What follows belongs to an exercise in optimizing a design on an open flow for small area, a short achievable clock period and few clock cycles per item; a production flow would make more cautious choices.
In this exercise RTL edits were held to simulation tests only and were not proved equivalent to the original.

// chacha_top
module chacha_top (
    input  logic        clk,
    input  logic        rst_n,
    input  logic        req_valid,
    output logic        req_ready,
    input  logic [383:0] req,   
    output logic        ks_valid,
    output logic [31:0]       ks_word,
    input  logic        ks_ready
);
    localparam logic [4:0] LAST = 5'd19;    
    localparam logic [4:0] GAP = 5'd17;
    function automatic logic [31:0] rotl(input logic [31:0] x, input int n);
        rotl = (x << n) | (x >> (32 - n));
    endfunction
    function automatic logic [31:0] in_word(input logic [383:0] r, input int w);
        if (w < 12)       in_word = r[128 + 32*(w - 4) +: 32];
        else if (w == 12) in_word = r[96 +: 32];
        else              in_word = r[32*(w - 13) +: 32];
    endfunction
    logic [15:0][31:0] r1, r2, s1, s2, init1, ob_in;
    logic [383:0]      i1, i2, i1_d;
    logic              b1, b2, b1_d;            
    logic [4:0]        n1, n2, n1_d;            
    logic [1:0]        t1, t2, t1_d;            
    logic [1:0]        next_in, next_out, next_out_d;
    logic [4:0]        since, since_d;
    logic              fin2, can_xfer, free2, accept, ob_valid_d;
    logic [15:0][31:0] ob;        
    logic [383:0]      ib;        
    logic              ob_valid;
    logic [3:0]        ob_idx, ob_head;
    logic              take, load;
    for (genvar i = 0; i < 4; i++) begin : g_s1
        logic [31:0] a, b, c, d;
        add32 add_a (.a(r1[i]), .b(r1[4 + i]), .s(a));
        assign d = rotl(r1[12 + i] ^ a, 16);
        add32 add_c (.a(r1[8 + i]), .b(d), .s(c));
        assign b = rotl(r1[4 + i] ^ c, 12);
        assign s1[i] = a;
        assign s1[4 + i] = b;
        assign s1[8 + i] = c;
        assign s1[12 + i] = d;
    end
    for (genvar i = 0; i < 4; i++) begin : g_s2
  ...
Size in the first run: ~9,100 cells after synthesis, roughly 420 I/O pins, ~100,000 um^2 of cells after synthesis.
==> flow/config.mk <==
export PLATFORM = sky130hd
export DESIGN_NAME = chacha_top
export DESIGN_NICKNAME = chacha_top
export VERILOG_FILES = /design/flow/design.v
export SDC_FILE = /design/flow/constraint.sdc
export NUM_CORES = 4
export LEC_CHECK = 0
export CAP_MARGIN = 40
export CORE_MARGIN = 2
export CORE_UTILIZATION = 55
export CTS_CLUSTER_DIAMETER = 90
export CTS_CLUSTER_SIZE = 26
export PLACE_DENSITY = 0.7
export SLEW_MARGIN = 40
==> flow/constraint.sdc <==
create_clock -name core_clock -period 14.0 [get_ports {clk}]
set_input_delay 2.8000 -clock core_clock [delete_from_list [all_inputs] [get_ports {clk}]]
set_output_delay 2.8000 -clock core_clock [all_outputs]
set_load 0.01 [all_outputs]
standard.sh (not shown) runs the stock make flow with config.mk's settings and CLKGATE_MAP_FILE= SYNTH_SCRIPT=/design/flow/synth_recipe.tcl, a recipe that flattens the netlist after the stock synthesis.
==> flow/flow/run.sh <==
#!/bin/bash
set -euo pipefail
bash standard.sh SETUP_SLACK_MARGIN=8 \
    "BUFFER_PORTS_ARGS=-buffer_cell sky130_fd_sc_hd__buf_1" \
    finish > standard.log 2>&1
The baseline went through all stages and came out clean.
Testbench counts at the start, summed over its fixed seeds: cycles 2,700, blocks 128.
==> next run, changes <==
CAP_MARGIN = 20   (was 40)
CORE_UTILIZATION = 60   (was 55)
CTS_CLUSTER_DIAMETER = 85   (was 90)
CTS_CLUSTER_SIZE = 24   (was 26)
PLACE_DENSITY = 0.75   (was 0.7)
SLEW_MARGIN = 20   (was 40)
With this change the flow completed, yet does not pass: capacitance limit, slew limit.
Sequential cell count does not change.
Utilization came out higher by 5.3 points.
Maximum frequency came out lower slightly.
Worst setup slack is worse by 0.040 ns.
Global-route usage came out higher by 1.3 points.
==> next run, changes <==
CAP_MARGIN = 40   (was 20)
CORE_UTILIZATION = 50   (was 60)
PLACE_DENSITY = 0.65   (was 0.75)
SLEW_MARGIN = 40   (was 20)
This time the run went through all stages and came out clean.
Routed wire length rises by 10%.
Die area goes up by 20%.
Register-to-register slack got worse by 0.05 ns.
Fmax fell by 0.72%.
Via count drops by 2.6%.
Cell area rises by 0.87%.
Setup slack degrades by 0.046 ns.
Final cell count goes up by 3.0%.
==> next run, changes <==
==> flow/flow/run.sh (replaced) <==
#!/bin/bash
set -euo pipefail
bash standard.sh SETUP_SLACK_MARGIN=8 finish > standard.log 2>&1
CAP_MARGIN = 20   (was 40)
CORE_UTILIZATION = 60   (was 50)
CTS_CLUSTER_DIAMETER = not set   (was 85)
CTS_CLUSTER_SIZE = not set   (was 24)
PLACE_DENSITY = 0.75   (was 0.65)
SLEW_MARGIN = 20   (was 40)
=> The changed run reached the layout checks and failed them: antenna rules, capacitance limit, slew limit. Flip-flop and latch count stays the same. Design area went up by 5.5%. Fmax goes up by 0.69%.

========
Setup of nickel:
Starting RTL as in the previous note.
Design chacha_top, start of the top module:
module chacha_top (
    input  logic        clk,
    input  logic        rst_n,
    input  logic        req_valid,
    output logic        req_ready,
    input  logic [383:0] req,   
    output logic        ks_valid,
    output logic [31:0]       ks_word,
    input  logic        ks_ready
);
export LEC_CHECK = 0
export CAP_MARGIN = 40
export CORE_MARGIN = 2
export CORE_UTILIZATION = 55
export CTS_CLUSTER_DIAMETER = 85
export CTS_CLUSTER_SIZE = 24
export PLACE_DENSITY = 0.7
export SLEW_MARGIN = 40
create_clock -name core_clock -period 14.0 [get_ports {clk}]
==> flow/flow/run.sh <==
#!/bin/bash
set -euo pipefail
bash standard.sh SETUP_SLACK_MARGIN=8 \
    "BUFFER_PORTS_ARGS=-buffer_cell sky130_fd_sc_hd__buf_1" \
    finish > standard.log 2>&1
nickel: no failed stages, no open violations at the end
Testbench counts of nickel, summed over its fixed seeds: cycles 2,700, blocks 128.
#### Input delta (raven over nickel)
- CORE_UTILIZATION: 55 -> 50
- PLACE_DENSITY: 0.7 -> 0.65
==> flow/flow/run.sh <==
#!/bin/bash
set -euo pipefail
bash standard.sh SETUP_SLACK_MARGIN=8.5 \
    "BUFFER_PORTS_ARGS=-buffer_cell sky130_fd_sc_hd__buf_1" \
    finish > standard.log 2>&1
[summary]
raven against nickel: met1 track utilization from global routing saw a decrease; sequential share of cell area saw a decrease; worst endpoint data arrival time saw an increase. Changes observed in raven relative to nickel: worst reg-to-reg setup slack level; TritonCTS buffer count moved up; endpoint required time on the critical path moved up; critical path depth moved up. Row count of buffers not belonging to the clock network in the layout: raven higher / nickel lower. raven: global-route usage is 3.2 points lower than what nickel reported. | utilization | raven vs nickel | 2.9 points lower |.
Input changes introduced in violet (baseline for comparison: raven):
- CORE_UTILIZATION changed from 50 to 55
==> flow/flow/run.sh <==
#!/bin/bash
set -euo pipefail
bash standard.sh SETUP_SLACK_MARGIN=8 \
    "BUFFER_PORTS_ARGS=-buffer_cell sky130_fd_sc_hd__buf_1" \
    finish > standard.log 2>&1
[summary]
In the reports for raven and violet, the larger layout overhead on the synthesized area belongs to raven.
violet vs. raven: synthesized cell count held steady; clock buffer count in the final layout increased about 2%; wire length of the first global-routing pass shows a reduction of about 2.8%.
violet vs. raven: register-to-register slack fell 350 ps; setup slack fell 350 ps.
Max fraction of area in clock buffers and inverters across raven and violet: violet
Looking at required time at the worst-slack endpoint, violet sits 40 ps below raven.
For ember, these inputs were changed with respect to violet:
- swapping 0.65 for 0.75 in PLACE_DENSITY
- swapping 55 for 60 in CORE_UTILIZATION
==> comparison <==
- Status | ember and violet | clean
- The run showing the greater core utilization is ember.
- From violet to ember the numbers moved as follows: average wire per standard cell now smaller, largest net degree at the start of global routing now smaller, number of fillers in the final layout now smaller, worst slew slack as a fraction of its limit now smaller.

port drivers added, routing unchanged:
Ports are ideal in the flow. The routed layouts listed here were re-timed in OpenROAD.
Step 1: set_driving_cell puts a clkbuf_16 on clk and a buf_2 on each other input, an assumption about the parent block.
Step 2 adds t to the input delays and takes it off the output delays; t is the mean of the earliest and latest rising clock arrival at the registers after step 1. Input paths then give back, and output paths get back, about the clock's delay inside the block.
Slacks: ideal ports / drivers / drivers and shift; pairs: ideal ports / drivers.
run	t, ns	slack for setup (ns)	latest minus earliest clock arrival (ns)	worst data-port slew with drivers (ns)	pins driven straight from the clock port
the first run of note 1	0.993	7.772 / 7.772 / 7.772	0.047 / 0.047	0.18	1
the second run of note 1	0.966	7.732 / 7.732 / 7.732	0.037 / 0.037	0.34	1
the third run of note 1	0.985	7.686 / 7.686 / 7.686	0.055 / 0.055	0.27	1
the fourth run of note 1	1.071	7.729 / 7.729 / 7.729	0.067 / 0.067	0.20	1
nickel	0.964	7.843 / 7.843 / 7.843	0.041 / 0.041	0.21	1
raven	0.981	7.847 / 7.847 / 7.847	0.036 / 0.036	0.23	1
violet	0.996	7.499 / 7.499 / 7.499	0.052 / 0.053	0.32	1
ember	0.988	7.661 / 7.661 / 7.661	0.044 / 0.043	0.32	1
